This design comes from an exercise in tuning for small area, a short achievable clock period and few clock cycles per item on the open sky130 flow, not from production work. Function was checked by simulation only, so behaviour that the tests miss may differ from the original. Power figures rest on the tool's default switching activity, not on a simulated workload.

## the previous run
## fc_layer_engine
module fc_layer_engine #(
    parameter int N_IN  = 64,
    parameter int N_OUT = 16,
    parameter int DW    = 10,
    parameter int WW    = 9,
    parameter int BW    = 11,
    parameter int ACCW  = 25,
    parameter int OW    = 16,
    parameter int SHIFT = 0
) (
    input  logic                       clk,
    input  logic                       rst_n,
    input  logic                       in_valid,
    input  logic [DW-1:0]              in_data,
    output logic                       in_ready,
    output logic [fc_pkg::idx_w(N_IN)-1:0] w_addr,
    input  logic [N_OUT*WW-1:0]        weight,
    input  logic [N_OUT*BW-1:0]        bias,
    output logic                       out_valid,
    input  logic                       out_ready,
    output logic [OW-1:0]              out_data,
    output logic [fc_pkg::idx_w(N_OUT)-1:0] out_idx,
    output logic                       layer_done
);
Size: roughly 0.092 mm² of cells after synthesis.
clock: 8.5 ns
lec_check: 0
cap_margin: 20
core_margin: 2
core_utilization: 55
setup_slack_margin: 5.0
slew_margin: 20
standard.sh (not shown) runs the stock make flow with config.mk's settings and CLKGATE_MAP_FILE= SYNTH_SCRIPT=/design/flow/synth_recipe.tcl, a recipe that flattens the netlist after the stock synthesis.
==> flow/flow/run.sh <==
#!/bin/bash
# Own layout flow, built on the standard flow (standard.sh):
#  1. the standard synthesis, unchanged (bash standard.sh synth);
#  2. flow/polarity.py re-wires the inverters around full-adder cells in the synthesized
#     netlist (a full adder fed complemented inputs gives complemented outputs), which removes
#     inverters; no flip-flop, port or other cell changes (the original netlist is kept as
#     1_2_yosys.std.v);
#  3. the standard ORFS layout steps (bash standard.sh finish) with the port buffers made of
#     plain buffers and a larger setup-repair margin, so that timing repair keeps working
#     towards a shorter clock period. The clock period and constraints are the design's.
# Each step writes its full output to a log file of its own in this folder.
set -euo pipefail
MARGIN=$(cat flow/margin.txt)
R=orfs/results/${FLOW_PLATFORM:-sky130hd}/fc_layer_engine/base
bash standard.sh synth > synth.log 2>&1
cp "$R/1_2_yosys.v" "$R/1_2_yosys.std.v"
python3 flow/polarity.py "$R/1_2_yosys.std.v" "$R/1_2_yosys.pol.v" > polarity.log 2>&1
mv "$R/1_2_yosys.pol.v" "$R/1_2_yosys.v"
rm -f "$R/1_synth.odb" "$R/1_synth.sdc"
bash standard.sh finish SETUP_SLACK_MARGIN="$MARGIN" \
    BUFFER_PORTS_ARGS="-buffer_cell sky130_fd_sc_hd__buf_1" > layout.log 2>&1
test -f out/final.def
Other scripts of this flow, unchanged in this note and not shown: flow/flow/margin.txt, flow/flow/polarity.py
Testbench counts of the previous run, summed over its fixed seeds: cycles 12,440, items 192.
Relative to the previous run, the following input files were edited for the current run:
diff --git a/flow/design.v b/flow/design.v
--- a/flow/design.v
+++ b/flow/design.v
@@ -391,24 +391,26 @@
     logic                   r_fin;       
     logic                   r_ob_full;   
     logic [OUT_W-1:0]       r_rd_idx;    
     logic                   r_rd_last;   
     logic [N_OUT-1:0]       r_rd_oh;     
     logic                   r_out_valid;
     logic                   r_out_vint;  
     logic [OUT_W-1:0]       r_out_idx;
     logic                   r_out_last;  
     logic [OW-1:0]          r_out_data;
+    logic [OW-1:0]          r_out_q;     
+    logic [OW-1:0]          w_out_new;
     logic                   r_done;
     logic [RW-1:0]          r_obuf [N_OUT];
     logic [RW-1:0]          w_raw  [N_OUT];
-    localparam int NG = 4;
+    localparam int NG = 2;
     logic [ND-1:0]          g_one [NG];
     logic [ND-1:0]          g_two [NG];
     logic [ND-1:0]          g_neg [NG];
     logic [ND-1:0]          g_nsg [NG];
     logic [ND-1:0]          g_nz  [NG];
     logic                   g_first [NG];
     logic [N_OUT*WW-1:0]    r_w;
     logic [N_OUT*BW-1:0]    r_bias;      
     logic                   w_in_fire;
     logic                   w_out_fire;
@@ -419,21 +421,21 @@
     logic                   w_ob_full_n;
     logic                   w_in_ready_n;
     logic [ND-1:0]          w_one, w_two, w_neg;
     logic [DW:0]            w_xe;
     logic [RW-1:0]          w_rd;
     logic                   w_sgn, w_ovf;
     assign in_ready   = r_in_ready;
     assign w_addr     = r_in_cnt;
     assign out_valid  = r_out_valid;
     assign out_idx    = r_out_idx;
-    assign out_data   = r_out_data;
+    assign out_data   = r_out_q;
     assign layer_done = r_done;
     assign w_in_fire  = in_valid && !r_in_stall;
     assign w_out_fire = r_out_vint && out_ready;
     assign w_capture  = r_fin && !r_ob_full;
     assign w_move     = r_ob_full && (!r_out_vint || out_ready);
     assign w_in_cnt_n  = w_in_fire ? r_in_cnt + IN_W'(1) : r_in_cnt;
     assign w_pend_n    = (w_in_fire && r_cnt_last) || (r_pend && !w_capture);
     assign w_ob_full_n = w_capture || (r_ob_full && !(w_move && r_rd_last));
     assign w_in_ready_n = !(w_in_fire ? r_cnt_last : r_cnt_zero) || !w_pend_n || !w_ob_full_n;
     assign w_xe = {in_data, 1'b0};
@@ -565,16 +567,16 @@
         end
     end
     always_comb begin
         w_rd = '0;
         for (int i = 0; i < N_OUT; i++) begin
             w_rd = w_rd | (r_rd_oh[i] ? r_obuf[i] : '0);
         end
     end
     assign w_sgn = w_rd[OW-1] ? w_rd[OW+3] : w_rd[OW+2];
     assign w_ovf = w_rd[OW-1] ? w_rd[OW+1] : w_rd[OW];
+    assign w_out_new = {w_sgn, w_ovf ? {(OW-1){!w_sgn}} : w_rd[OW-2:0]};
     always_ff @(posedge clk) begin
-        if (w_move) begin
-            r_out_data <= {w_sgn, w_ovf ? {(OW-1){!w_sgn}} : w_rd[OW-2:0]};
-        end
+        r_out_data <= w_move ? w_out_new : r_out_q;
+        r_out_q    <= w_move ? w_out_new : r_out_data;
     end
 endmodule
Results
As of the current run, number of instances in the synthesized netlist had fallen slightly compared to the previous run. Between the previous run and the current run, the difference in clock transition at the register clock pins on the worst setup and hold paths after CTS is negligible. Hold slack delta (the previous run -> the current run): insignificant. The previous run ended up with r_out_data[0]$_DFFE_PP_ as its first element of the critical path; the current run ended up with g_lane[5].u_lane.r_b[0]$_DFF_P_. Side by side, reported combinational group power turned out higher in the current run than in the previous run. Summary of the current run over the previous run: critical path data required time picked up an extra 2.25 ns; routed length per instance climbed about 10%; count of vias placed by the detailed router saw an increase.
Testbench counts of the current run, summed over its fixed seeds: cycles 12,440, items 192.

separate check: timing with driven ports:
The flow's constraints put no driver on any port. The routed layouts listed below were extracted and timed again, unchanged, in two steps.
Step 1 sets driving cells, clkbuf_16 on the clock port and buf_2 on the other inputs (assumed; they add their load-dependent delay and slew).
Step 2, shift: input delay + t, output delay - t, t = (earliest + latest rising clock arrival at the registers) / 2. This alone moves slack from input paths to output paths.
Slacks: ideal / step 1 / step 2; pairs: ideal / step 1.
run | t (ns) | setup WS [ns] | worst hold slack (ns)
the previous run | 0.891 | 5.249 / 5.166 / 4.828 | 0.426 / 0.426 / 0.426
the current run | 0.920 | 5.258 / 5.258 / 4.843 | 0.426 / 0.426 / 0.426
After both steps setup and hold are still met in every run listed. The setup slack of the previous run, which loses most, moves by -0.083 ns with the drivers and by -0.421 ns with both steps.
